This is an optimization exercise on Yosys and OpenROAD, whose aim is a short achievable clock period and few clock cycles per item, not a production implementation. The RTL was checked by simulation tests, not by an equivalence proof against the original design. Power figures rest on the tool's default switching activity, not on a simulated workload.

`flow/flow/run.sh`:
```
#!/bin/bash
# Standard layout, with one hook after global placement that moves the
# registers driving output ports next to their port buffers.
set -euo pipefail
export POST_GLOBAL_PLACE_TCL="$PWD/flow/move_out_flops.tcl"
bash standard.sh finish "POST_GLOBAL_PLACE_TCL=$POST_GLOBAL_PLACE_TCL" > make_finish.log 2>&1
```
`flow/flow/move_out_flops.tcl`:
```
# After global placement: move each register that drives only an output
# port's buffer next to that buffer, so the register's output wire is short.
# Detailed placement legalizes the moved registers afterwards.
set block [ord::get_db_block]
set moved 0
foreach bt [$block getBTerms] {
  if {[$bt getIoType] != "OUTPUT"} { continue }
  set net [$bt getNet]
  if {$net == "NULL"} { continue }
  set buf ""
  foreach it [$net getITerms] {
    if {[$it isOutputSignal]} { set buf [$it getInst] }
  }
  if {$buf == ""} { continue }
  set innet ""
  foreach it [$buf getITerms] {
    if {[$it isInputSignal]} { set innet [$it getNet] }
  }
  if {$innet == "" || $innet == "NULL"} { continue }
  set drv ""
  set nload 0
  foreach it [$innet getITerms] {
    if {[$it isOutputSignal]} { set drv [$it getInst] } else { incr nload }
  }
  if {$drv == "" || $nload != 1} { continue }
  if {![[$drv getMaster] isSequential]} { continue }
  set loc [$buf getLocation]
  $drv setLocation [lindex $loc 0] [lindex $loc 1]
  incr moved
}
puts "move_out_flops: moved $moved registers next to their output buffers"
```
`flow/standard.sh`:
```
#!/bin/bash
# synth_recipe.tcl (not shown) runs the flow's synth.tcl, then flattens the netlist and writes it again
# the make line also repeats each setting of config.mk as NAME=value (left out here)
make -C /OpenROAD-flow-scripts/flow DESIGN_CONFIG=/design/flow/config.mk WORK_HOME=/design/flow/orfs CLKGATE_MAP_FILE= SYNTH_SCRIPT=/design/flow/synth_recipe.tcl "${@:-finish}"
```
`flow/config.mk`:
```
export PLATFORM = sky130hd
export DESIGN_NAME = dns_relay_query_id_table_unit
export DESIGN_NICKNAME = dns_relay_query_id_table_unit
export VERILOG_FILES = /design/flow/design.v
export SDC_FILE = /design/flow/constraint.sdc
export NUM_CORES = 4
export LEC_CHECK = 0
export ABC_CLOCK_PERIOD_IN_PS = 2500
export CAP_MARGIN = 20
export CORE_MARGIN = 2
export CORE_UTILIZATION = 65
export CTS_CLUSTER_DIAMETER = 60
export CTS_CLUSTER_SIZE = 25
export SETUP_SLACK_MARGIN = 5
export SLEW_MARGIN = 20
```
`flow/constraint.sdc`:
```
create_clock -name core_clock -period 7.5 [get_ports {aclk}]
set_input_delay 1.5000 -clock core_clock [delete_from_list [all_inputs] [get_ports {aclk}]]
set_output_delay 1.5000 -clock core_clock [all_outputs]
set_load 0.01 [all_outputs]
```
`flow/design.v`:
```
package dnsr_pkg;
    localparam int ID_W    = 16;
    localparam int ADDR_W  = 32;
    localparam int PORT_W  = 16;
    localparam int TIME_W  = 32;
    localparam int AGE_W   = 16;
    localparam int LIMIT_W = 4;
    localparam int REM_W   = 4;
    localparam int unsigned AGE_SCALE_MS = 1000;
    localparam logic [AGE_W-1:0]   AGE_RESET   = 16'd60;
    localparam logic [LIMIT_W-1:0] LIMIT_RESET = 4'd5;
    localparam logic REG_AGE_SECONDS = 1'b0;
    localparam logic REG_KEEP_LIMIT  = 1'b1;
    typedef enum logic [1:0] {
        CMD_ADD   = 2'd0,
        CMD_FIND  = 2'd1,
        CMD_SWEEP = 2'd2
    } cmd_t;
    typedef enum logic [2:0] {
        STAT_ADDED      = 3'd0,
        STAT_RETRANS    = 3'd1,
        STAT_REPLY_HIT  = 3'd2,
        STAT_REPLY_MISS = 3'd3,
        STAT_SWEEP_DONE = 3'd4
    } status_t;
    typedef enum logic [1:0] {
        S_IDLE,
        S_SCAN,
        S_WRITE,
        S_DONE
    } state_t;
    typedef struct packed {
        logic [ID_W-1:0]   local_id;
        logic [ID_W-1:0]   client_id;
        logic [ADDR_W-1:0] addr;
        logic [PORT_W-1:0] port;
        logic [TIME_W-1:0] stamp;
    } entry_t;
endpackage
module dns_relay_query_id_table_unit #(
    parameter int TABLE_DEPTH = 8
) (
    input  logic        aclk,
    input  logic        aresetn,
    input  logic        s_tvalid,
    output logic        s_tready,
    input  logic [95:0] s_tdata,
    input  logic [1:0]  s_tuser,
    output logic        m_tvalid,
    input  logic        m_tready,
    output logic [71:0] m_tdata,
    output logic [2:0]  m_tuser,
    input  logic        cfg_wr_en,
    input  logic        cfg_index,
    input  logic [15:0] cfg_wdata
);
    localparam int N      = TABLE_DEPTH;
    localparam int IDX_W  = $clog2(N);
    localparam int LIM_W  = dnsr_pkg::LIMIT_W;
    localparam int RM_W   = dnsr_pkg::REM_W;
    localparam int CAP    = 5;
    localparam int OBUF_N = CAP;
    localparam int OB_W   = $clog2(OBUF_N);
    localparam int RES_W  = 3 + RM_W + 16 + 32 + 16;
    function automatic logic [IDX_W:0] therm_count(input logic [N-1:0] t);
        logic [IDX_W:0] c;
        c = '0;
        for (int n = 0; n < N; n++) begin
            if (t[n] && ((n == N - 1) || !t[n+1])) begin
                c = c | (IDX_W+1)'(n + 1);
            end
        end
        therm_count = c;
    endfunction
    function automatic logic carry32(input logic [31:0] a, input logic [31:0] b);
        logic [31:0] g, p, gn, pn;
        g = a & b;
        p = a | b;
        for (int w = 32; w > 1; w = w / 2) begin
            gn = '0;
            pn = '0;
            for (int i = 0; i < w / 2; i++) begin
                gn[i] = g[2*i+1] | (p[2*i+1] & g[2*i]);
                pn[i] = p[2*i+1] & p[2*i];
            end
            g = gn;
            p = pn;
        end
        carry32 = g[0];
    endfunction
    function automatic logic stamp_lt(input logic [31:0] stamp, input logic [31:0] cs,
                                      input logic [31:0] cc, input logic k);
        logic [31:0] ns, s2, c2;
        logic        c2_top, c32;
        ns     = ~stamp;
        s2     = cs ^ cc ^ ns;
        c2     = {((cs[30:0] & cc[30:0]) | (cs[30:0] & ns[30:0]) | (cc[30:0] & ns[30:0])), 1'b0};
        c2_top = (cs[31] & cc[31]) | (cs[31] & ns[31]) | (cc[31] & ns[31]);
        c32    = carry32(s2, c2);
        stamp_lt = k ? (c2_top & c32) : (c2_top | c32);
    endfunction
    localparam logic [31:0] NEG_AGE_RESET = 32'(0) - 32'(dnsr_pkg::AGE_RESET) *
                                            32'(dnsr_pkg::AGE_SCALE_MS);
    logic [31:0]  nage_s, nage_c;
    logic [N-1:0] keep_t;           
    logic [31:0]  w_na, w_a4, w_a3;
    assign w_na = ~(32'(cfg_wdata) << 10);
    assign w_a4 = 32'(cfg_wdata) << 4;
    assign w_a3 = 32'(cfg_wdata) << 3;
    always_ff @(posedge aclk) begin
        if (!aresetn) begin
            nage_s <= NEG_AGE_RESET;
            nage_c <= '0;
            for (int n = 0; n < N; n++) begin
                keep_t[n] <= LIM_W'(n) < dnsr_pkg::LIMIT_RESET;
            end
        end else if (cfg_wr_en) begin
            unique case (cfg_index)
                dnsr_pkg::REG_AGE_SECONDS: begin
                    nage_s <= w_na ^ w_a4 ^ w_a3;
                    nage_c <= {((w_na[30:0] & w_a4[30:0]) | (w_na[30:0] & w_a3[30:0]) |
                                (w_a4[30:0] & w_a3[30:0])), 1'b1};
                end
                dnsr_pkg::REG_KEEP_LIMIT: begin
                    for (int n = 0; n < N; n++) begin
                        keep_t[n] <= (LIM_W+1)'(n) < {1'b0, cfg_wdata[LIM_W-1:0]};
                    end
                end
            endcase
        end
    end
    logic           rdy_reg;       
    logic           busy_reg;      
    logic [CAP-1:0] owed_t;        
    logic           in_res;
    logic           out_take;
    assign s_tready = rdy_reg;
    assign in_res   = s_tvalid && !busy_reg && (s_tuser != 2'd3);
    logic        b_vld;
    logic [1:0]  b_cmd;
    logic [15:0] b_qid;
    logic [31:0] b_addr;
    logic [15:0] b_port;
    logic [31:0] b_now;
    logic [31:0] b_cs, b_cc;
    logic        b_k;          
    logic [31:0] in_now;
    assign in_now = s_tdata[95:64];
    assign b_k    = carry32(b_cs, b_cc);
    always_ff @(posedge aclk) begin
        if (!aresetn) begin
            b_vld <= 1'b0;
        end else begin
            b_vld <= in_res;
        end
        b_cmd  <= s_tuser;
        b_qid  <= s_tdata[15:0];
        b_addr <= s_tdata[47:16];
        b_port <= s_tdata[63:48];
        b_now  <= in_now;
        b_cs   <= in_now ^ nage_s ^ nage_c;
        b_cc   <= {((in_now[30:0] & nage_s[30:0]) | (in_now[30:0] & nage_c[30:0]) |
                    (nage_s[30:0] & nage_c[30:0])), 1'b0};
    end
    localparam int NP = N + 1;
    logic [15:0] t_cid   [NP];
    logic [31:0] t_addr  [NP];
    logic [15:0] t_port  [NP];
    logic [31:0] t_stamp [NP];
    logic [N-1:0] fill_t;       
    logic         p_head;       
    logic [15:0]  nid_reg;      
    logic [15:0]  nid_p1_reg;   
    logic [15:0]  nid_m1_reg;   
    logic [15-IDX_W:0] hm1_reg;   
    logic         last_add;     
    logic         last_shift;   
    logic         last_ins;     
    logic         p_we;         
    logic         sh_we;        
    logic         b_is_add;
    logic         p_head_next;
    assign b_is_add = b_vld && (b_cmd == dnsr_pkg::CMD_ADD);
    logic [NP-1:0] b_cid_m, b_lt;
    logic          b_hi0, b_hi1;
    logic [N-1:0]  b_lid_m;
    always_comb begin
        for (int e = 0; e < NP; e++) begin
            b_cid_m[e] = t_cid[e] == b_qid;
            b_lt[e]    = stamp_lt(t_stamp[e], b_cs, b_cc, b_k);
        end
        b_hi0 = b_qid[15:IDX_W] == nid_m1_reg[15:IDX_W];
        b_hi1 = b_qid[15:IDX_W] == hm1_reg;
        for (int n = 0; n < N; n++) begin
            b_lid_m[n] = (b_qid[IDX_W-1:0] == IDX_W'(nid_m1_reg[IDX_W-1:0] - IDX_W'(n))) &&
                         ((IDX_W+1)'(n) <= {1'b0, nid_m1_reg[IDX_W-1:0]} ? b_hi0 : b_hi1);
        end
    end
    logic          c_vld;
    logic [1:0]    c_cmd;
    logic [15:0]   c_qid;
    logic [31:0]   c_addr;
    logic [15:0]   c_port;
    logic [31:0]   c_now;
    logic [NP-1:0] c_cid_m, c_lt;
    logic [N-1:0]  c_lid_m;
    logic          c_cid_f, c_lid_f, c_lt_f;
    always_ff @(posedge aclk) begin
        if (!aresetn) begin
            c_vld <= 1'b0;
        end else begin
            c_vld <= b_vld;
        end
        c_cmd   <= b_cmd;
        c_qid   <= b_qid;
        c_addr  <= b_addr;
        c_port  <= b_port;
        c_now   <= b_now;
        c_cid_m <= b_cid_m;
        c_lt    <= b_lt;
        c_lid_m <= b_lid_m;
        c_cid_f <= c_qid == b_qid;
        c_lid_f <= nid_reg == b_qid;
        c_lt_f  <= stamp_lt(c_now, b_cs, b_cc, b_k);
    end
    logic          sel_lo, sel_hi, sel_flo, sel_fhi;
    logic [N-1:0]  cid_e, lt_e, lid_e;
    assign sel_lo  = last_add ? (last_shift && !p_head) : p_head;
    assign sel_hi  = !p_head && !(last_add && last_shift);
    assign sel_flo = last_add && last_shift && p_head;
    assign sel_fhi = last_add && !last_shift && p_head;
    function automatic logic [N-1:0] line_up(input logic [NP-1:0] m, input logic f,
                                             input logic s_lo, input logic s_hi,
                                             input logic s_flo, input logic s_fhi);
        line_up = ({N{s_lo}}  & m[N-1:0]) |
                  ({N{s_hi}}  & m[NP-1:1]) |
                  ({N{s_flo}} & {m[N-2:0], f}) |
                  ({N{s_fhi}} & {m[N-1:1], f});
    endfunction
    assign cid_e = line_up(c_cid_m, c_cid_f, sel_lo, sel_hi, sel_flo, sel_fhi);
    assign lt_e  = line_up(c_lt, c_lt_f, sel_lo, sel_hi, sel_flo, sel_fhi);
    assign lid_e = last_ins ? {c_lid_m[N-2:0], c_lid_f} : c_lid_m;
    logic          is_add, is_find, is_sweep;
    logic [N-1:0]  add_hv, find_hv, stay, kept;
    logic          add_hit, find_hit, ins;
    logic [N-1:0]  fill_next;
    logic [N-1:0]  hit_v;
    logic [NP-1:0] hit_p;
    logic [IDX_W-1:0] hit_n;
    assign is_add   = c_vld && (c_cmd == dnsr_pkg::CMD_ADD);
    assign is_find  = c_vld && (c_cmd == dnsr_pkg::CMD_FIND);
    assign is_sweep = c_vld && (c_cmd == dnsr_pkg::CMD_SWEEP);
    assign add_hv   = cid_e & fill_t;
    assign find_hv  = lid_e & fill_t;
    assign add_hit  = |add_hv;
    assign find_hit = |find_hv;
    assign ins      = is_add && !add_hit;
    assign stay = fill_t & ~lt_e & keep_t;
    always_comb begin
        kept[N-1] = stay[N-1];
        for (int n = N - 2; n >= 0; n--) begin
            kept[n] = kept[n+1] | stay[n];
        end
    end
    always_comb begin
        if (ins) begin
            fill_next = {fill_t[N-2:0], 1'b1};
        end else if (is_sweep) begin
            fill_next = kept;
        end else begin
            fill_next = fill_t;
        end
    end
    assign hit_v = (c_cmd == dnsr_pkg::CMD_FIND) ? find_hv : add_hv;
    assign hit_p = p_head ? {1'b0, hit_v} : {hit_v, 1'b0};
    always_comb begin
        hit_n = '0;
        for (int n = 0; n < N; n++) begin
            if (hit_v[n]) begin
                hit_n = hit_n | IDX_W'(n);
            end
        end
    end
    always_ff @(posedge aclk) begin
        if (!aresetn) begin
            fill_t     <= '0;
            p_head     <= 1'b0;
            nid_reg    <= '0;
            nid_p1_reg <= 16'd1;
            nid_m1_reg <= 16'hffff;
            hm1_reg    <= {(16-IDX_W){1'b1}} - 1'b1;
            last_add   <= 1'b0;
            last_shift <= 1'b0;
            last_ins   <= 1'b0;
            p_we       <= 1'b0;
            sh_we      <= 1'b0;
        end else begin
            fill_t     <= fill_next;
            last_add   <= is_add;
            last_shift <= is_add && p_head;
            last_ins   <= ins;
            p_head     <= p_head_next;
            p_we       <= b_is_add;
            sh_we      <= b_is_add && p_head_next;
            if (ins) begin
                nid_reg    <= nid_p1_reg;
                nid_p1_reg <= nid_p1_reg + 1'b1;
                nid_m1_reg <= nid_reg;
                hm1_reg    <= nid_reg[15:IDX_W] - 1'b1;
            end
        end
    end
    assign p_head_next = is_add ? !add_hit : p_head;
    always_ff @(posedge aclk) begin
        if (p_we) begin
            t_cid[0]   <= c_qid;
            t_addr[0]  <= c_addr;
            t_port[0]  <= c_port;
            t_stamp[0] <= c_now;
        end
        if (sh_we) begin
            for (int e = 1; e < NP; e++) begin
                t_cid[e]   <= t_cid[e-1];
                t_addr[e]  <= t_addr[e-1];
                t_port[e]  <= t_port[e-1];
                t_stamp[e] <= t_stamp[e-1];
            end
        end
    end
    logic            d_vld;
    logic [2:0]      d_status;
    logic            d_find_hit;
    logic [NP-1:0]   d_hit_p;
    logic [12:0]     d_id_hi, d_id_hi_m1;
    logic [IDX_W-1:0] d_id_lo;
    logic [IDX_W-1:0] d_id_sub;
    logic [N-1:0]    d_rm_a, d_rm_b;
    always_ff @(posedge aclk) begin
        if (!aresetn) begin
            d_vld <= 1'b0;
        end else begin
            d_vld <= c_vld;
        end
        d_find_hit <= is_find && find_hit;
        d_hit_p    <= is_find ? hit_p : '0;
        d_id_sub   <= '0;
        d_rm_a     <= '0;
        d_rm_b     <= '0;
        if (!is_add) begin
            d_id_hi    <= '0;
            d_id_hi_m1 <= '0;
            d_id_lo    <= '0;
        end else if (!add_hit) begin
            d_id_hi    <= nid_reg[15:IDX_W];
            d_id_hi_m1 <= nid_reg[15:IDX_W];
            d_id_lo    <= nid_reg[IDX_W-1:0];
        end else begin
            d_id_hi    <= nid_m1_reg[15:IDX_W];
            d_id_hi_m1 <= hm1_reg;
            d_id_lo    <= nid_m1_reg[IDX_W-1:0];
        end
        if (is_add) begin
            if (add_hit) begin
                d_status <= dnsr_pkg::STAT_RETRANS;
                d_id_sub <= hit_n;
            end else begin
                d_status <= dnsr_pkg::STAT_ADDED;
                d_rm_a   <= N'(fill_t[N-1]);
            end
        end else if (is_find) begin
            d_status <= find_hit ? dnsr_pkg::STAT_REPLY_HIT : dnsr_pkg::STAT_REPLY_MISS;
        end else begin
            d_status <= dnsr_pkg::STAT_SWEEP_DONE;
            d_rm_a   <= fill_t;
            d_rm_b   <= kept;
        end
    end
    logic [15:0]     r_cid, r_port, r_id;
    logic [31:0]     r_addr;
    logic [IDX_W:0]  r_lo;
    logic [RM_W-1:0] r_rm;
    logic [RES_W-1:0] d_res;
    always_comb begin
        r_cid  = '0;
        r_addr = '0;
        r_port = '0;
        for (int e = 0; e < NP; e++) begin
            r_cid  = r_cid  | (t_cid[e]  & {16{d_hit_p[e]}});
            r_addr = r_addr | (t_addr[e] & {32{d_hit_p[e]}});
            r_port = r_port | (t_port[e] & {16{d_hit_p[e]}});
        end
        r_lo = {1'b0, d_id_lo} - {1'b0, d_id_sub};
        if (d_find_hit) begin
            r_id = r_cid;
        end else begin
            r_id = {r_lo[IDX_W] ? d_id_hi_m1 : d_id_hi, r_lo[IDX_W-1:0]};
        end
        r_rm = RM_W'(therm_count(d_rm_a)) - RM_W'(therm_count(d_rm_b));
    end
    assign d_res = {d_status, r_rm, r_port, r_addr, r_id};
    logic [RES_W-1:0] ob_mem [OBUF_N];
    logic [OB_W-1:0]  ob_rd, ob_shown;
    logic [OBUF_N-1:0] ob_wr_oh;    
    logic [OBUF_N-1:0] ob_we;       
    logic [OBUF_N-1:0] ob_wr_oh_next;
    logic             ob_any;
    logic [OBUF_N-1:0] ob_t;        
    logic             out_vld;      
    logic             out_none;     
    logic [RES_W-1:0] out_res, out_new;
    logic             out_load, out_next;
    function automatic logic [OB_W-1:0] ob_inc(input logic [OB_W-1:0] p);
        ob_inc = (p == OB_W'(OBUF_N - 1)) ? '0 : p + 1'b1;
    endfunction
    assign ob_any   = ob_t[0];
    assign ob_wr_oh_next = d_vld ? {ob_wr_oh[OBUF_N-2:0], ob_wr_oh[OBUF_N-1]} : ob_wr_oh;
    assign out_take = !out_none && m_tready;
    assign out_load = out_none || m_tready;
    assign out_next = out_load && (ob_any || d_vld);
    assign out_new  = ob_any ? ob_mem[ob_rd] : d_res;
    always_ff @(posedge aclk) begin
        if (!aresetn) begin
            out_vld  <= 1'b0;
            out_none <= 1'b1;
            ob_rd   <= '0;
            ob_wr_oh <= OBUF_N'(1);
            ob_we    <= '0;
            ob_shown <= '0;
            ob_t    <= '0;
        end else begin
            if (out_load) begin
                out_vld  <= ob_any || d_vld;
                out_none <= !(ob_any || d_vld);
            end
            if (out_next) begin
                ob_rd    <= ob_inc(ob_rd);
                ob_shown <= ob_rd;
            end
            ob_wr_oh <= ob_wr_oh_next;
            ob_we    <= c_vld ? ob_wr_oh_next : '0;
            if (d_vld && !out_next) begin
                ob_t <= {ob_t[OBUF_N-2:0], 1'b1};
            end else if (out_next && !d_vld && ob_any) begin
                ob_t <= {1'b0, ob_t[OBUF_N-1:1]};
            end
        end
    end
    always_ff @(posedge aclk) begin
        out_res <= out_load ? out_new : ob_mem[ob_shown];
        for (int i = 0; i < OBUF_N; i++) begin
            if (ob_we[i]) begin
                ob_mem[i] <= d_res;
            end
        end
    end
    logic [CAP-1:0] owed_next;
    always_comb begin
        if (in_res && !out_take) begin
            owed_next = {owed_t[CAP-2:0], 1'b1};
        end else if (out_take && !in_res) begin
            owed_next = {1'b0, owed_t[CAP-1:1]};
        end else begin
            owed_next = owed_t;
        end
    end
    always_ff @(posedge aclk) begin
        if (!aresetn) begin
            owed_t  <= '0;
            rdy_reg  <= 1'b1;
            busy_reg <= 1'b0;
        end else begin
            owed_t  <= owed_next;
            rdy_reg  <= !owed_next[CAP-1];
            busy_reg <= owed_next[CAP-1];
        end
    end
    assign m_tvalid = out_vld;
    assign m_tuser  = out_res[RES_W-1 -: 3];
    assign m_tdata  = {4'b0, out_res[RES_W-4:0]};
endmodule
```
==> impl_metrics.ini, run 1 <==
[outcome]
outcome = no timing/DRC/antenna violations

[detailed_routing]
num_vias = 51800
wire_per_inst_um = 27.0
route.detailed.drc = 0
drtPass1Iterations = 6
detail-route-antenna-nets = 0
drt-initial-drc-count = 7186
drt_wl_total_um = 213000
vias_per_cell = 6.59

[floorplan]
die_h_um = 350
start_util = 0.657
rows = 126
io_pins = 197
die-area_sq_um = 122000
die_width_um = 350
core_sq_um = 118000

[setup_path]
cp_slowest_cell = a222oi_1
crit_buf_inv = 0
arrival_ns = 3.87
required_ns = 8.16
cp_top_family = compound AO/OA/AOI/OAI gates
start_kind = flip-flop
cp_max_fo = 12
critical_path_class = reg2reg
cp-startpoint = b_cc[2]$_DFF_P_
max_stage_delay_ns = 0.51
crit_path_frequent_cell = maj3_2
r2r_start = b_cc[2]$_DFF_P_
end_kind = flip-flop
crit_chain = fa_1 > nor2_2 > o211ai_1 > maj3_2 > a222oi_1 > o41ai_4 > a211oi_2 > o21ai_1 > maj3_2

[clocking]
clkTransAtPathRegs_ns = 0.08
postCtsHoldBufs = 0
cts_tree = built
clock_latency_ns = 0.80
ctsRootBufferMaster = clkbuf_16
cts_max_level = 4
cts_buffers = 136
cts_sinks = 1790
clockBufferDepth = 3

[synthesis]
ys_seq_area_frac = 0.618
synth_area_per_cell_sq_um = 13.3
synthDistinctLibCells = 83
synth_warnings = 8
ys_async_sr_fraction = 0
synth_edf_count = 1219
syn-instance-count = 5853
synth_ff_type = edfxtp_1
synth_top_area_share = 0.471
synth.largest_area_cell = edfxtp_1
synth_most_common_cell = edfxtp_1
synth_area_leaders = edfxtp_1 (47%), dfxtp_1 (15%), fa_1 (8.7%)
synth_area_sq_um = 77700
synth-seq-cells = 1790
ys_top_cells_by_count = edfxtp_1 (1,219), dfxtp_1 (571), inv_1 (472)

[place]
dp_hpwl_um = 126000
place_area_sq_um = 81300
place_ws_ns = 3.32
io_buffers = 192
dp_cells = 7409

[power]
power_density_nw_per_um2 = 232
peakVddDrop_v = 0.000281
p_total_mw = 21.0
power.leakage_nw = 32.9

[global_routing]
grt_usage = 0.343
grt_pass1_vias = 50100
grt_pass1_wl_um = 313000
antenna_found_initial = 10
overflow = 0
grt_max_degree = 180

[timing]
period_minus_slack_ns = 3.21
hold_ws_ns = 0.326
relSlewSlack = 0.253
fin_setup_tns_ns = 0
setup_viol = 0
fin_crit_sh = 0.428
finClkSkew_ns = 0.0375
fmax_ghz = 0.311
slew_violations = 0
rsz0062_at_grt = true
tightestPinTransition_ns = 1.11
setup_slack_ns = 4.29
hold_viol_final = 0

[layout]
top_regs = ob_mem: 355 flops, t_addr: 288 flops, t_stamp: 288 flops
fin_util = 0.764
n_fill_cell = 7195
syn_to_final_growth_pct = 16.4
largest_reg_flops = 355
layout.nets = 6727
instances_no_fill = 7871
drive_gt1_frac = 0.170
finish.instance_area_sq_um = 90500
largest_register = ob_mem

[flow_run]
cap_violations = 0

[worst_hold_path]
hold_path.class = reg2reg
min_from = b_now[5]$_DFF_P_
==> repair_timing <==
action,4_1_cts,5_1_grt
cloned,25,11
resized for setup,723,238
pin swaps,86,124
buffers inserted,108,71
endpoints found under the setup margin,485,357
==> where the power goes <==
part	switching (mW)	internal [mW]
Combinational	1.33	1.11
Clock	3.79	3.90
Sequential	0.313	10.6
Total	5.44	15.6
==> per-layer routing <==
| metal | vias up | part of all wire | routed length (um) | global-route usage |
|---|---|---|---|---|
| met5 | - | 0.000066 | 14 | 0 |
| met4 | 4 | 0.028 | 6010 | 0.0990 |
| met3 | 400 | 0.11 | 23600 | 0.0611 |
| met2 | 3058 | 0.45 | 96000 | 0.522 |
| met1 | 26000 | 0.41 | 87300 | 0.513 |
| li1 | 22400 | - | - | - |
==> cell families (layout without fill, tap and decap cells) <==
kind of cell,count (synthesis),in the layout,synth area share
DFF,1790,1790,0.618
buffers and inverters,765,1165,0.0375
muxes,92,92,0.0127
other,1,5,0.0000482
xor gates and xnor gates,236,236,0.0266
and+or+nand+nor,1108,1122,0.0656
AOI/OAI and AO/OA,1354,1354,0.127
adders and majority gates,507,507,0.112
==> placed cells by master, fill, tap and decap left out, types with 70 or more instances in the layout <==
cell type and n:
edfxtp_1 1219, inv_1 453, dfxtp_1 421, fa_1 333, nor2_1 323, nand2_1 317
a22oi_1 302, xnor2_1 200, clkbuf_16 149, buf_4 144, a21oi_1 123, clkdlybuf4s50_1 115
a221oi_1 113, ha_1 105, a22o_1 99, a31oi_1 98, nand3_1 97, buf_6 95
o21ai_0 90, dfxtp_2 87, mux2i_1 70
==> final timing paths <==
path                           end  slack (ns)  depth (start not counted)
hold / removal    c_now[5]$_DFF_P_        0.33                          0
setup reg to reg   c_lt[6]$_DFF_P_        4.29                          9
hold reg to reg   c_now[5]$_DFF_P_        0.33                          0
setup / recovery   c_lt[6]$_DFF_P_        4.29                          9
==> area by class of cell <==
class | instances | area, sq um | area share
flip-flops and latches | 1790 | 48400 | 0.535
clock buffers | 158 | 3710 | 0.0410
well taps | 1600 | 2000 | 0.0221
inverters | 473 | 1820 | 0.0201
clock inverters | 88 | 991 | 0.0110
diodes | 1 | 2.50 | 0.0000277
multi-input cells | 3315 | 28600 | 0.316
repair buffers | 446 | 5020 | 0.0555
Testbench counts, summed over its fixed seeds: cycles 2,432, items 2,400.
==> run 2, diff against run 1 <==
--- a/flow/design.v
+++ b/flow/design.v
@@ -72,10 +72,10 @@
         end
         therm_count = c;
     endfunction
-    function automatic logic carry32(input logic [31:0] a, input logic [31:0] b);
+    function automatic logic carry32gp(input logic [31:0] g_in, input logic [31:0] p_in);
         logic [31:0] g, p, gn, pn;
-        g = a & b;
-        p = a | b;
+        g = g_in;
+        p = p_in;
         for (int w = 32; w > 1; w = w / 2) begin
             gn = '0;
             pn = '0;
@@ -86,16 +86,20 @@
             g = gn;
             p = pn;
         end
-        carry32 = g[0];
+        carry32gp = g[0];
+    endfunction
+    function automatic logic carry32(input logic [31:0] a, input logic [31:0] b);
+        carry32 = carry32gp(a & b, a | b);
     endfunction
-    function automatic logic stamp_lt(input logic [31:0] stamp, input logic [31:0] cs,
-                                      input logic [31:0] cc, input logic k);
+    function automatic logic stamp_lt(input logic [31:0] stamp, input logic [31:0] cx,
+                                      input logic [31:0] ca, input logic [31:0] co,
+                                      input logic k);
         logic [31:0] ns, s2, c2;
         logic        c2_top, c32;
         ns     = ~stamp;
-        s2     = cs ^ cc ^ ns;
-        c2     = {((cs[30:0] & cc[30:0]) | (cs[30:0] & ns[30:0]) | (cc[30:0] & ns[30:0])), 1'b0};
-        c2_top = (cs[31] & cc[31]) | (cs[31] & ns[31]) | (cc[31] & ns[31]);
+        s2     = cx ^ ns;
+        c2     = {(ca[30:0] | (co[30:0] & ns[30:0])), 1'b0};
+        c2_top = ca[31] | (co[31] & ns[31]);
         c32    = carry32(s2, c2);
         stamp_lt = k ? (c2_top & c32) : (c2_top | c32);
     endfunction
@@ -142,11 +146,14 @@
     logic [31:0] b_addr;
     logic [15:0] b_port;
     logic [31:0] b_now;
-    logic [31:0] b_cs, b_cc;
-    logic        b_k;          
-    logic [31:0] in_now;
+    logic [31:0] b_cx, b_ca, b_co;    
+    logic        b_k;                 
+    logic [31:0] in_now, in_cs, in_cc;
     assign in_now = s_tdata[95:64];
-    assign b_k    = carry32(b_cs, b_cc);
+    assign in_cs  = in_now ^ nage_s ^ nage_c;
+    assign in_cc  = {((in_now[30:0] & nage_s[30:0]) | (in_now[30:0] & nage_c[30:0]) |
+                      (nage_s[30:0] & nage_c[30:0])), 1'b0};
+    assign b_k    = carry32gp(b_ca, b_co);
     always_ff @(posedge aclk) begin
         if (!aresetn) begin
             b_vld <= 1'b0;
@@ -158,9 +165,9 @@
         b_addr <= s_tdata[47:16];
         b_port <= s_tdata[63:48];
         b_now  <= in_now;
-        b_cs   <= in_now ^ nage_s ^ nage_c;
-        b_cc   <= {((in_now[30:0] & nage_s[30:0]) | (in_now[30:0] & nage_c[30:0]) |
-                    (nage_s[30:0] & nage_c[30:0])), 1'b0};
+        b_cx   <= in_cs ^ in_cc;
+        b_ca   <= in_cs & in_cc;
+        b_co   <= in_cs | in_cc;
     end
     localparam int NP = N + 1;
     logic [15:0] t_cid   [NP];
@@ -187,7 +194,7 @@
     always_comb begin
         for (int e = 0; e < NP; e++) begin
             b_cid_m[e] = t_cid[e] == b_qid;
-            b_lt[e]    = stamp_lt(t_stamp[e], b_cs, b_cc, b_k);
+            b_lt[e]    = stamp_lt(t_stamp[e], b_cx, b_ca, b_co, b_k);
         end
         b_hi0 = b_qid[15:IDX_W] == nid_m1_reg[15:IDX_W];
         b_hi1 = b_qid[15:IDX_W] == hm1_reg;
@@ -221,7 +228,7 @@
         c_lid_m <= b_lid_m;
         c_cid_f <= c_qid == b_qid;
         c_lid_f <= nid_reg == b_qid;
-        c_lt_f  <= stamp_lt(c_now, b_cs, b_cc, b_k);
+        c_lt_f  <= stamp_lt(c_now, b_cx, b_ca, b_co, b_k);
     end
     logic          sel_lo, sel_hi, sel_flo, sel_fhi;
     logic [N-1:0]  cid_e, lt_e, lid_e;
==> impl_metrics.ini, run 2 <==
[setup_path]
end_kind = flip-flop
max_stage_delay_ns = 0.40
arrival_ns = 3.64
required_ns = 8.15
critical_path_class = reg2reg
cp_slowest_cell = dfxtp_4
crit_cells = 11
ff2ff_path_depth = 11
crit_buf_inv = 1
crit_chain = buf_4 > xnor2_1 > a211oi_2 > o41ai_2 > maj3_2 > maj3_2 > o31ai_4 > a21oi_4 > o41ai_4 > nand3_1 > maj3_2
crit_path_frequent_cell = maj3_2
start_kind = flip-flop
worst_r2r_endpoint = c_lt[0]$_DFF_P_
cp_max_fo = 12
r2r_start = b_cx[1]$_DFF_P_
cp_top_family = compound AO/OA/AOI/OAI gates
r2r_setup_slack_ns = 4.51
cp-startpoint = b_cx[1]$_DFF_P_

[layout]
largest_reg_flops = 355
top_regs = ob_mem: 355 flops, t_addr: 288 flops, t_stamp: 288 flops
mostFrequentLayoutCells = edfxtp_1 (1,219), dfxtp_1 (449), nand2_1 (355)
layout.nets = 6814
final_common_cell = edfxtp_1
drive_gt1_frac = 0.157
syn_to_final_growth_pct = 15.2
fin_util = 0.752
largest_register = ob_mem

[global_routing]
overflow = 0
grt_pass1_vias = 50800
grt_max_degree = 191
grt_usage = 0.338
grt_pass1_wl_um = 314000
antenna_found_initial = 13

[floorplan]
start_util = 0.653
io_pins = 197
die_width_um = 350
die_h_um = 350
die-area_sq_um = 123000
rows = 127
core_sq_um = 119000

[detailed_routing]
drtPass1Iterations = 7
detail-route-antenna-nets = 0
route.detailed.drc = 0
drt-initial-drc-count = 8257
drt_wl_total_um = 216000
wire_per_inst_um = 26.1
vias_per_cell = 6.64
num_vias = 55100

[power]
power.leakage_nw = 31.8
peakVddDrop_v = 0.000250
power_density_nw_per_um2 = 238
p_total_mw = 21.4

[timing]
hold_ws_ns = 0.319
rsz0062_at_grt = true
period_minus_slack_ns = 2.99
setup_slack_ns = 4.51
finClkSkew_ns = 0.0334
slew_violations = 0
fin_setup_tns_ns = 0
fmax_ghz = 0.334
setup_viol = 0
tightestPinTransition_ns = 1.08
fin_crit_sh = 0.399
hold_viol_final = 0
relSlewSlack = 0.279

[synthesis]
synth_most_common_cell = edfxtp_1
synth_area_leaders = edfxtp_1 (47%), dfxtp_1 (16%), xnor2_1 (3.9%)
synth_ff_type = edfxtp_1
synth_warnings = 8
synth_area_sq_um = 78000
synth_top_area_share = 0.469
synthDistinctLibCells = 91
synth_edf_count = 1219
synth.largest_area_cell = edfxtp_1
synth-seq-cells = 1826
ys_seq_area_frac = 0.625
synth_area_per_cell_sq_um = 12.2
syn-instance-count = 6405
ys_top_cells_by_count = edfxtp_1 (1,219), dfxtp_1 (607), nand2_1 (386)
ys_async_sr_fraction = 0

[clocking]
ctsRootBufferMaster = clkbuf_16
postCtsHoldBufs = 0
clockBufferDepth = 3
cts_tree = built
clkTransAtPathRegs_ns = 0.09
cts_max_level = 4
cts_buffers = 132
cts_sinks = 1826
clock_latency_ns = 0.78

[outcome]
outcome = no timing/DRC/antenna violations

[place]
io_buffers = 192
place_ws_ns = 3.21
dp_hpwl_um = 133000

[worst_hold_path]
hold_path_depth = 0
min_from = b_now[10]$_DFF_P_
hold_path_end = c_now[10]$_DFF_P_
hold_path.class = reg2reg

[flow_run]
cap_violations = 0
## run 2: what timing repair did
item                       in CTS  in global routing
setup buffers                  59                 67
gates resized for setup       713                377
cloned                         13                 19
hold endpoints to repair        0                  0
pin swaps                      50                113
setup endpoints to repair     383                436
## run 2: layer usage
metal  vias up  track usage  part of all wire
met5         -            0           0.00029
met1     27300        0.519              0.43
met4        10       0.0981             0.024
met2      3205        0.489              0.44
li1      24200            -                 -
met3       354       0.0676              0.11
## run 2: cell families (layout without fill, tap and decap cells)
group | count (synthesis) | in the layout | synth area share
muxes | 82 | 82 | 0.0107
xor gates and xnor gates | 525 | 525 | 0.0590
buffers and inverters | 754 | 1008 | 0.0374
DFF | 1826 | 1826 | 0.625
AOI/OAI and AO/OA | 1680 | 1680 | 0.153
adders and majority gates | 242 | 242 | 0.0381
other | 1 | 14 | 0.0000481
and+or+nand+nor | 1295 | 1302 | 0.0768
## run 2: per-stage QoR
stage	std cells	instance area (sq um)
floorplan	6408	78100
global placement	7881	81100
detailed placement	7882	81100
CTS	8195	87500
global route	8286	89900
finish	8291	89900
## run 2: worst max path at each step
stage,to,slack (ns)
detailed placement,out_res[68]$_DFF_P_,3.21
floorplan,t_addr[1][0]$_DFFE_PP_,1.53
finish,c_lt[0]$_DFF_P_,4.51
global placement,out_res[49]$_DFF_P_,3.64
CTS,c_lt[0]$_DFF_P_,4.48
global route,c_lt[0]$_DFF_P_,4.46
## run 2: area by class of cell
| cell class | count | area, sq um |
|---|---|---|
| sequential | 1826 | 49100 |
| fill | 7755 | 29600 |
| multi-input combinational | 3835 | 28300 |
| timing repair buffer | 418 | 4490 |
| clock buffer | 155 | 3640 |
| tap | 1612 | 2020 |
| inverter | 349 | 1330 |
| clock inverter | 86 | 1000 |
| antenna | 10 | 25.0 |
## run 2: worst reg2reg max path, stage by stage (launching register included)
cell and delay [ns]:
dfxtp_4 0.40, buf_4 0.15, xnor2_1 0.14, a211oi_2 0.21
o41ai_2 0.11, maj3_2 0.36, maj3_2 0.35, o31ai_4 0.22
a21oi_4 0.12, o41ai_4 0.36, nand3_1 0.14, maj3_2 0.31
## run 2: power breakdown
part / internal, mW / switching [mW]
sequential: 10.8 / 0.443
combinational: 1.09 / 1.35
clock: 3.85 / 3.82
total: 15.8 / 5.61
Testbench counts of run 2, summed over its fixed seeds: cycles 2,432, items 2,400.
==> run 3, diff against run 2 <==
--- a/flow/design.v
+++ b/flow/design.v
@@ -88,20 +88,41 @@
         end
         carry32gp = g[0];
     endfunction
-    function automatic logic carry32(input logic [31:0] a, input logic [31:0] b);
-        carry32 = carry32gp(a & b, a | b);
+    function automatic logic [1:0] gp16(input logic [15:0] g_in, input logic [15:0] p_in);
+        logic [15:0] g, p, gn, pn;
+        g = g_in;
+        p = p_in;
+        for (int w = 16; w > 1; w = w / 2) begin
+            gn = '0;
+            pn = '0;
+            for (int i = 0; i < w / 2; i++) begin
+                gn[i] = g[2*i+1] | (p[2*i+1] & g[2*i]);
+                pn[i] = p[2*i+1] & p[2*i];
+            end
+            g = gn;
+            p = pn;
+        end
+        gp16 = {g[0], p[0]};
     endfunction
-    function automatic logic stamp_lt(input logic [31:0] stamp, input logic [31:0] cx,
-                                      input logic [31:0] ca, input logic [31:0] co,
-                                      input logic k);
+    function automatic logic [3:0] stamp_lt_parts(input logic [31:0] stamp,
+                                                  input logic [31:0] cx,
+                                                  input logic [31:0] ca,
+                                                  input logic [31:0] co);
         logic [31:0] ns, s2, c2;
-        logic        c2_top, c32;
+        logic        c2_top;
+        logic [1:0]  hi, lo;
         ns     = ~stamp;
         s2     = cx ^ ns;
         c2     = {(ca[30:0] | (co[30:0] & ns[30:0])), 1'b0};
         c2_top = ca[31] | (co[31] & ns[31]);
-        c32    = carry32(s2, c2);
-        stamp_lt = k ? (c2_top & c32) : (c2_top | c32);
+        hi     = gp16(s2[31:16] & c2[31:16], s2[31:16] | c2[31:16]);
+        lo     = gp16(s2[15:0] & c2[15:0], s2[15:0] | c2[15:0]);
+        stamp_lt_parts = {c2_top, hi, lo[1]};
+    endfunction
+    function automatic logic stamp_lt_join(input logic [3:0] parts, input logic k);
+        logic c32;
+        c32 = parts[2] | (parts[1] & parts[0]);
+        stamp_lt_join = k ? (parts[3] & c32) : (parts[3] | c32);
     endfunction
     localparam logic [31:0] NEG_AGE_RESET = 32'(0) - 32'(dnsr_pkg::AGE_RESET) *
                                             32'(dnsr_pkg::AGE_SCALE_MS);
@@ -188,13 +209,14 @@
     logic         b_is_add;
     logic         p_head_next;
     assign b_is_add = b_vld && (b_cmd == dnsr_pkg::CMD_ADD);
-    logic [NP-1:0] b_cid_m, b_lt;
+    logic [NP-1:0] b_cid_m;
+    logic [NP-1:0][3:0] b_ltp;
     logic          b_hi0, b_hi1;
     logic [N-1:0]  b_lid_m;
     always_comb begin
         for (int e = 0; e < NP; e++) begin
             b_cid_m[e] = t_cid[e] == b_qid;
-            b_lt[e]    = stamp_lt(t_stamp[e], b_cx, b_ca, b_co, b_k);
+            b_ltp[e]   = stamp_lt_parts(t_stamp[e], b_cx, b_ca, b_co);
         end
         b_hi0 = b_qid[15:IDX_W] == nid_m1_reg[15:IDX_W];
         b_hi1 = b_qid[15:IDX_W] == hm1_reg;
@@ -210,6 +232,9 @@
     logic [15:0]   c_port;
     logic [31:0]   c_now;
     logic [NP-1:0] c_cid_m, c_lt;
+    logic [NP-1:0][3:0] c_ltp;
+    logic [3:0]    c_ltp_f;
+    logic          c_k;
     logic [N-1:0]  c_lid_m;
     logic          c_cid_f, c_lid_f, c_lt_f;
     always_ff @(posedge aclk) begin
@@ -224,11 +249,12 @@
         c_port  <= b_port;
         c_now   <= b_now;
         c_cid_m <= b_cid_m;
-        c_lt    <= b_lt;
+        c_ltp   <= b_ltp;
+        c_k     <= b_k;
         c_lid_m <= b_lid_m;
         c_cid_f <= c_qid == b_qid;
         c_lid_f <= nid_reg == b_qid;
-        c_lt_f  <= stamp_lt(c_now, b_cx, b_ca, b_co, b_k);
+        c_ltp_f <= stamp_lt_parts(c_now, b_cx, b_ca, b_co);
     end
     logic          sel_lo, sel_hi, sel_flo, sel_fhi;
     logic [N-1:0]  cid_e, lt_e, lid_e;
@@ -245,6 +271,12 @@
                   ({N{s_fhi}} & {m[N-1:1], f});
     endfunction
     assign cid_e = line_up(c_cid_m, c_cid_f, sel_lo, sel_hi, sel_flo, sel_fhi);
+    always_comb begin
+        for (int e = 0; e < NP; e++) begin
+            c_lt[e] = stamp_lt_join(c_ltp[e], c_k);
+        end
+    end
+    assign c_lt_f = stamp_lt_join(c_ltp_f, c_k);
     assign lt_e  = line_up(c_lt, c_lt_f, sel_lo, sel_hi, sel_flo, sel_fhi);
     assign lid_e = last_ins ? {c_lid_m[N-2:0], c_lid_f} : c_lid_m;
     logic          is_add, is_find, is_sweep;
==> impl_metrics.ini, run 3 <==
[detailed_routing]
drtPass1Iterations = 9
route.detailed.drc = 0
drt_wl_total_um = 214000
drt-initial-drc-count = 7998
detail-route-antenna-nets = 0
vias_per_cell = 6.59
wire_per_inst_um = 25.9
num_vias = 54400

[floorplan]
die-area_sq_um = 123000
io_pins = 197
rows = 127
start_util = 0.654
core_sq_um = 120000
die_width_um = 351
die_h_um = 351

[timing]
relSlewSlack = 0.227
hold_ws_ns = 0.323
slew_violations = 0
fin_setup_tns_ns = 0
rsz0062_at_grt = true
hold_viol_final = 0
fmax_ghz = 0.362
period_minus_slack_ns = 2.76
setup_viol = 0
finClkSkew_ns = 0.0383
tightestPinTransition_ns = 1.14
fin_crit_sh = 0.369

[setup_path]
r2r_start = t_stamp[3][8]$_DFFE_PP_
ff2ff_path_depth = 10
start_kind = flip-flop
r2r_setup_slack_ns = 4.74
end_kind = flip-flop
arrival_ns = 3.48
crit_chain = buf_4 > inv_1 > a21oi_1 > maj3_2 > maj3_1 > o211ai_1 > o21ai_1 > a221oi_2 > maj3_2 > maj3_1
critical_path_class = reg2reg
cp_max_fo = 3
max_stage_delay_ns = 0.45
worst_r2r_endpoint = c_ltp[12]$_DFF_P_
crit_buf_inv = 2
cp_top_family = adder cells
cp_slowest_cell = edfxtp_1
required_ns = 8.21

[global_routing]
use_met3 = 0.0706
grt-busiest-layer = met1
grt_pass1_vias = 51100
grt_pass1_wl_um = 313000
antenna_found_initial = 21
grt_use_met1 = 0.504
grt_usage = 0.337
grt.met2_usage = 0.492
grt_max_degree = 176
overflow = 0

[synthesis]
synth_area_sq_um = 78300
ys_async_sr_fraction = 0
synth-seq-cells = 1857
synth_area_per_cell_sq_um = 12.2
synth.largest_area_cell = edfxtp_1
ys_seq_area_frac = 0.631
synth_most_common_cell = edfxtp_1
synth_top_area_share = 0.468
synth_edf_count = 1219
synth_area_leaders = edfxtp_1 (47%), dfxtp_1 (16%), xnor2_1 (3.9%)
synthDistinctLibCells = 78
synth_warnings = 8
ys_top_cells_by_count = edfxtp_1 (1,219), dfxtp_1 (638), nand2_1 (423)
synth_ff_type = edfxtp_1
syn-instance-count = 6396

[layout]
mostFrequentLayoutCells = edfxtp_1 (1,219), dfxtp_1 (502), nand2_1 (403)
top_regs = ob_mem: 355 flops, t_addr: 288 flops, t_stamp: 288 flops
drive_gt1_frac = 0.139
instances_no_fill = 8261
largest_register = ob_mem
largest_reg_flops = 355
final_common_cell = edfxtp_1
layout.nets = 6787
syn_to_final_growth_pct = 14.2

[power]
seq_power_share = 0.528
power.share.clock = 0.363
comb_power_share = 0.109
peakVddDrop_v = 0.000271
p_total_mw = 21.7
switchingPower_mw = 5.58
switching_share = 0.258
p_int_mw = 16.1
power.leakage_nw = 31.7
power_density_nw_per_um2 = 242

[worst_hold_path]
hold_path.class = reg2reg
hold_path_end = c_now[16]$_DFF_P_
min_from = b_now[16]$_DFF_P_
hold_path_depth = 0

[clocking]
cts_max_level = 4
clock_latency_ns = 0.81
clockBufferDepth = 3
clkTransAtPathRegs_ns = 0.07
ctsRootBufferMaster = clkbuf_16
cts_tree = built
cts_sinks = 1857
cts_buffers = 135

[place]
dp_hpwl_um = 130000
dp_cells = 7876
io_buffers = 192

[flow_run]
cap_violations = 0

[outcome]
outcome = no timing/DRC/antenna violations
[run 3: changes by cell type after synthesis, moves of 19 or more]
cell	previous run	this run
a22o_1	68	100
maj3_1	102	132
nand3_1	150	103
a21oi_1	300	363
a21o_1	52	89
o21a_1	43	24
mux2i_1	71	46
dfxtp_1	607	638
nor2b_1	81	58
o21ai_0	212	191
a22oi_1	322	286
inv_1	344	382
nand2_1	386	423
nor2_1	366	329
[run 3: worst register-to-register path, cell delays in order (launching register included)]
cell      delay (ns)
edfxtp_1        0.45
buf_4           0.17
inv_1           0.04
a21oi_1         0.08
maj3_2          0.33
maj3_1          0.36
o211ai_1        0.30
o21ai_1         0.15
a221oi_2        0.36
maj3_2          0.29
maj3_1          0.16
[run 3: kinds of logic (layout without fill, tap and decap cells)]
| group | count (synthesis) | after routing | share of synthesized area |
|---|---|---|---|
| adders and majority gates | 266 | 266 | 0.0410 |
| muxes | 58 | 58 | 0.00818 |
| and+or+nand+nor | 1209 | 1218 | 0.0706 |
| other | 1 | 9 | 0.0000479 |
| AOI/OAI and AO/OA | 1682 | 1683 | 0.151 |
| DFF | 1857 | 1857 | 0.631 |
| xor gates and xnor gates | 535 | 536 | 0.0599 |
| buffers and inverters | 788 | 1022 | 0.0386 |
[run 3: layer usage]
layer,vias to the layer above,part of all wire
met5,-,0.00041
met4,14,0.029
met3,400,0.11
met2,3244,0.43
met1,26700,0.42
li1,24000,-
[run 3: cell type report]
cell class              instances  area (sq um)
diodes                          5          12.5
fillers                      7766         30200
clock buffers                 172          3960
flip-flops and latches       1857         49700
multi-input cells            3765         27400
clock inverters                74           816
well taps                    1612          2020
inverters                     387          1480
repair buffers                389          4130
[run 3: how the worst max path moves through the flow]
stage / startpoint / cells past startpoint / to / slack (ns)
2_1_floorplan: sh_we$_SDFF_PN0_ / 0 / t_addr[1][0]$_DFFE_PP_ / 1.53
3_3_place_gp: last_add$_SDFF_PN0_ / 9 / fill_t[2]$_SDFFE_PN0P_ / 3.25
3_5_place_dp: m_tready / 5 / out_res[17]$_DFF_P_ / 3.54
4_1_cts: out_res[53]$_DFF_P_ / 1 / m_tdata[53] / 4.70
5_1_grt: out_res[30]$_DFF_P_ / 1 / m_tdata[30] / 4.71
6_report: t_stamp[3][8]$_DFFE_PP_ / 10 / c_ltp[12]$_DFF_P_ / 4.74
[run 3: timing repair]
item,CTS,global route
endpoints found under the hold margin,0,0
gates resized for setup,669,269
gates cloned,14,15
hold buffers,0,0
endpoints found under the setup margin,614,287
setup buffers,53,51
pin swaps,51,88
[run 3: power groups by stage]
stage / logic, mW / clock network (mW) / registers [mW]
6_report: 2.36 / 7.85 / 11.4
5_1_grt: 2.56 / 8.28 / 11.5
4_1_cts: 2.17 / 7.92 / 11.4
3_5_place_dp: 2.04 / 0 / 11.7
3_3_place_gp: 1.98 / 0 / 11.7
2_1_floorplan: 1.66 / 0 / 11.3
[run 3: stage by stage]
step	utilization	instance area, sq um	setup WS (ns)
detailed placement	0.680	81400	3.54
global route	0.747	89400	4.71
global placement	0.680	81400	3.25
CTS	0.733	87700	4.70
floorplan	-	78300	1.53
finish	0.747	89400	4.74
Testbench counts of run 3, summed over its fixed seeds: cycles 2,432, items 2,400.

==> afterwards: timing with drivers on the ports <==
Ports are ideal in the flow. The routed layouts listed here were re-timed in OpenROAD. Step 1: set_driving_cell puts a clkbuf_16 on aclk and a buf_2 on each other input, an assumption about the parent block. Step 2 times the ports against the registers' clock, not the clock port: input delays grow and output delays shrink by t, the midpoint of the rising clock arrivals with the driver on. Three values: no drivers, after step 1, after step 2; two values: the first two.
run	t, ns	slack for setup (ns)	worst setup path after step 2	cell pins on the clock port's net
run 1	0.859	4.289 / 4.289 / 4.229	input to register	1
run 2	0.840	4.507 / 4.507 / 4.233	input to register	1
run 3	0.865	4.735 / 4.659 / 4.198	input to register	1
After both steps every run listed still meets setup and hold. For run 3, which loses most, drivers alone change the setup slack by -0.076 ns; drivers and shift together by -0.537 ns.
